This design comes from an exercise in tuning for small area, a short achievable clock period and few clock cycles per item on the open sky130 flow, not from production work. In this exercise RTL edits were held to simulation tests only and were not proved equivalent to the original. Power and IR drop assume default switching activity.

## lru_key_value_cache_unit
module lru_key_value_cache_unit #(
    parameter int MAX_ENTRIES = lkvc_pkg::MAX_ENTRIES,
    parameter int KEY_BITS    = lkvc_pkg::KEY_BITS,
    parameter int VALUE_BITS  = lkvc_pkg::VALUE_BITS,
    localparam int TDATA_W    = ((KEY_BITS + VALUE_BITS + 7) / 8) * 8
) (
    input  wire                                  aclk,
    input  wire                                  aresetn,
    input  wire                                  psel,
    input  wire                                  penable,
    input  wire                                  pwrite,
    input  wire  [lkvc_pkg::APB_ADDR_BITS-1:0]   paddr,
    input  wire  [lkvc_pkg::APB_DATA_BITS-1:0]   pwdata,
    output logic [lkvc_pkg::APB_DATA_BITS-1:0]   prdata,
    output logic                                 pready,
    input  wire                                  s_axis_tvalid,
    output logic                                 s_axis_tready,
    input  wire  [TDATA_W-1:0]                   s_axis_tdata,   
    input  wire  [0:0]                           s_axis_tuser,   
    output logic                                 m_axis_tvalid,
    input  wire                                  m_axis_tready,
    output logic [TDATA_W-1:0]                   m_axis_tdata,   
    output logic [1:0]                           m_axis_tuser    
);
Size in the first run: about 2300 cells after synthesis, roughly 910 flip-flops, roughly 180 I/O pins, ~37000 sq um of cells after synthesis.
clock: 5.0 ns
lec_check: 0
abc_clock_period_in_ps: 2500
cap_margin: 20
core_margin: 2
core_utilization: 45
cts_cluster_diameter: 120
cts_cluster_size: 24
setup_slack_margin: 2.55
slew_margin: 20
run.sh (not shown) runs the stock make flow with config.mk's settings and CLKGATE_MAP_FILE= SYNTH_SCRIPT=/design/flow/synth_recipe.tcl, a recipe that flattens the netlist after the stock synthesis.
Testbench counts at the start, summed over its fixed seeds: cycles 4,816, items 4,800.
Change:
- CORE_UTILIZATION: 45 -> 40
- CTS_CLUSTER_DIAMETER: 120 -> unset
- CTS_CLUSTER_SIZE: 24 -> unset
- SETUP_SLACK_MARGIN: 2.55 -> 2.65
Non-clock buffer count came out higher by 28. Clock power came out higher by well over a third. Area after synthesis stays the same. Global-route usage is lower by 2.1 points. Register-to-register slack is better by 0.14 ns. Hold slack barely changes.
Change:
- CORE_UTILIZATION: 40 -> 45
- CTS_CLUSTER_DIAMETER: unset -> 120
- CTS_CLUSTER_SIZE: unset -> 24
- SETUP_SLACK_MARGIN: 2.65 -> 2.5
Setup slack improved by 0.020 ns.
Die area went down by 11%.
Sequential power is about the same.
Synthesized area does not change.
First-iteration DRC count came out lower by 12%.
Total power shrinks by 18%.
Via count came out lower by 4.4%.
Cell area drops by 6.6%.

---

lru_key_value_cache_unit, a different RTL version from the one above (not shown whole).
Size in the first run: about 910 flip-flops, roughly 180 I/O pins, about 37000 µm² of cells after synthesis.
clock: 5.0 ns
lec_check: 0
abc_clock_period_in_ps: 2500
cap_margin: 20
core_margin: 2
core_utilization: 40
setup_slack_margin: 2.3
slew_margin: 20
The starting point produced a clean layout.
Testbench counts at the start, summed over its fixed seeds: cycles 4,816, items 4,800.
Rerun with:
Settings changed: SETUP_SLACK_MARGIN 2.3 to 1.5.
After rerunning:
- The new run ran to the end with no violations
- cell count falls by about 2%
- clock skew rose by 0.016 ns
- die area is unchanged
- clock-buffer cell count drops by 4
- via count drops by 1.7%
- combinational power falls by about 12%
- register-to-register slack got worse by 0.66 ns
- first-iteration DRC count came out higher by 7.1%
- synthesized cell count does not change
- total power fell by about 0.33%

---

lru_key_value_cache_unit with an RTL version that a note above also has.
For scale: ~910 flip-flops, roughly 180 I/O pins, about 37,000 um^2 of cells after synthesis.
// lru_key_value_cache_unit
module lru_key_value_cache_unit #(
    parameter int MAX_ENTRIES = lkvc_pkg::MAX_ENTRIES,
    parameter int KEY_BITS    = lkvc_pkg::KEY_BITS,
    parameter int VALUE_BITS  = lkvc_pkg::VALUE_BITS,
    localparam int TDATA_W    = ((KEY_BITS + VALUE_BITS + 7) / 8) * 8
) (
    input  wire                                  aclk,
    input  wire                                  aresetn,
    input  wire                                  psel,
    input  wire                                  penable,
    input  wire                                  pwrite,
    input  wire  [lkvc_pkg::APB_ADDR_BITS-1:0]   paddr,
    input  wire  [lkvc_pkg::APB_DATA_BITS-1:0]   pwdata,
    output logic [lkvc_pkg::APB_DATA_BITS-1:0]   prdata,
    output logic                                 pready,
    input  wire                                  s_axis_tvalid,
    output logic                                 s_axis_tready,
    input  wire  [TDATA_W-1:0]                   s_axis_tdata,   
    input  wire  [0:0]                           s_axis_tuser,   
    output logic                                 m_axis_tvalid,
    input  wire                                  m_axis_tready,
    output logic [TDATA_W-1:0]                   m_axis_tdata,   
    output logic [1:0]                           m_axis_tuser    
);
==> flow/config.mk <==
export PLATFORM = sky130hd
export DESIGN_NAME = lru_key_value_cache_unit
export DESIGN_NICKNAME = lru_key_value_cache_unit
export VERILOG_FILES = /design/flow/design.v
export SDC_FILE = /design/flow/constraint.sdc
export NUM_CORES = 4
export LEC_CHECK = 0
export ABC_CLOCK_PERIOD_IN_PS = 2500
export CAP_MARGIN = 20
export CORE_MARGIN = 2
export CORE_UTILIZATION = 40
export SETUP_SLACK_MARGIN = 2.4
export SLEW_MARGIN = 20
==> flow/constraint.sdc <==
create_clock -name core_clock -period 5.0 [get_ports {aclk}]
set_input_delay 1.0000 -clock core_clock [delete_from_list [all_inputs] [get_ports {aclk}]]
set_output_delay 1.0000 -clock core_clock [all_outputs]
set_load 0.01 [all_outputs]
Testbench counts at the start, summed over its fixed seeds: cycles 4,816, items 4,800.
Then changed:
- CTS_CLUSTER_DIAMETER: default -> 100
- CTS_CLUSTER_SIZE: default -> 20
- SETUP_SLACK_MARGIN: 2.4 -> 2.5
Result: Clock skew went up by 3.7 ps. Total power went down by 17%. Cell count went down by 2.0%. Clock power went down by 39%. Setup slack improved by 51 ps. Global-route usage stays flat. Wire length hardly moves.
Then changed:
- CTS_CLUSTER_DIAMETER: 100 -> default
- CTS_CLUSTER_SIZE: 20 -> default
After rerunning:
- combinational power came out lower by about 0.9%
- setup slack is better by 8.4 ps
- area after synthesis stays the same
- first-iteration DRC count rose by 2.9%
- maximum frequency rises by 0.32%
- via count rose by 1.5%
- cell area increases by 2.8%
- total power climbs by 17%
- sequential cell count is unchanged
Then changed:
- CTS_CLUSTER_DIAMETER: default -> 120
- CTS_CLUSTER_SIZE: default -> 24
=> Synthesized cell count does not change; first-iteration DRC count shrinks by about 4.6%; core utilization shrinks by 1.6 points; clock power shrinks by 39%.
Then changed:
- SETUP_SLACK_MARGIN: 2.5 -> 2.55
Worst hold slack loses 12 ps.
Non-clock buffer count grows by 9.
Fmax grows slightly.
Via count grows slightly.

==> separate check: timing with driven ports <==
In the flow no input, the clock included, has a driving cell. The finished layouts below were timed again as built, in two steps.
Step 1 assumes that a clkbuf_16 drives the clock port and a buf_2 every other input.
Step 2, shift: input delay + t, output delay - t, t = (earliest + latest rising clock arrival at the registers) / 2. This alone moves slack from input paths to output paths.
Slacks: ideal ports / drivers / drivers and shift; pairs: ideal ports / drivers.
run | shift t [ns] | setup slack, ns | worst register clock-pin slew, ns | worst slew at a driven data input, ns | cell pins on the clock port's net
the first run of note 1 | 0.696 | 2.408 / 2.393 / 1.778 | 0.11 / 0.11 | 0.10 | 1
the second run of note 1 | 0.728 | 2.403 / 2.369 / 1.917 | 0.07 / 0.07 | 0.11 | 1
the third run of note 1 | 0.696 | 2.423 / 2.391 / 1.738 | 0.11 / 0.11 | 0.11 | 1
the first run of note 2 | 0.739 | 2.248 / 2.258 / 1.519 | 0.07 / 0.07 | 0.09 | 1
the second run of note 2 | 0.732 | 1.502 / 1.529 / 0.797 | 0.07 / 0.07 | 0.06 | 1
the first run of note 3 | 0.742 | 2.363 / 2.344 / 1.602 | 0.07 / 0.07 | 0.09 | 1
the second run of note 3 | 0.730 | 2.414 / 2.379 / 1.741 | 0.10 / 0.10 | 0.11 | 1
the third run of note 3 | 0.724 | 2.422 / 2.388 / 1.733 | 0.07 / 0.07 | 0.11 | 1
the fourth run of note 3 | 0.698 | 2.390 / 2.356 / 1.822 | 0.11 / 0.11 | 0.10 | 1
the fifth run of note 3 | 0.697 | 2.417 / 2.367 / 1.755 | 0.11 / 0.11 | 0.10 | 1
After both steps every run listed still meets setup and hold. For the first run of note 3, which loses most, drivers alone change the setup slack by -0.019 ns; drivers and shift together by -0.761 ns.
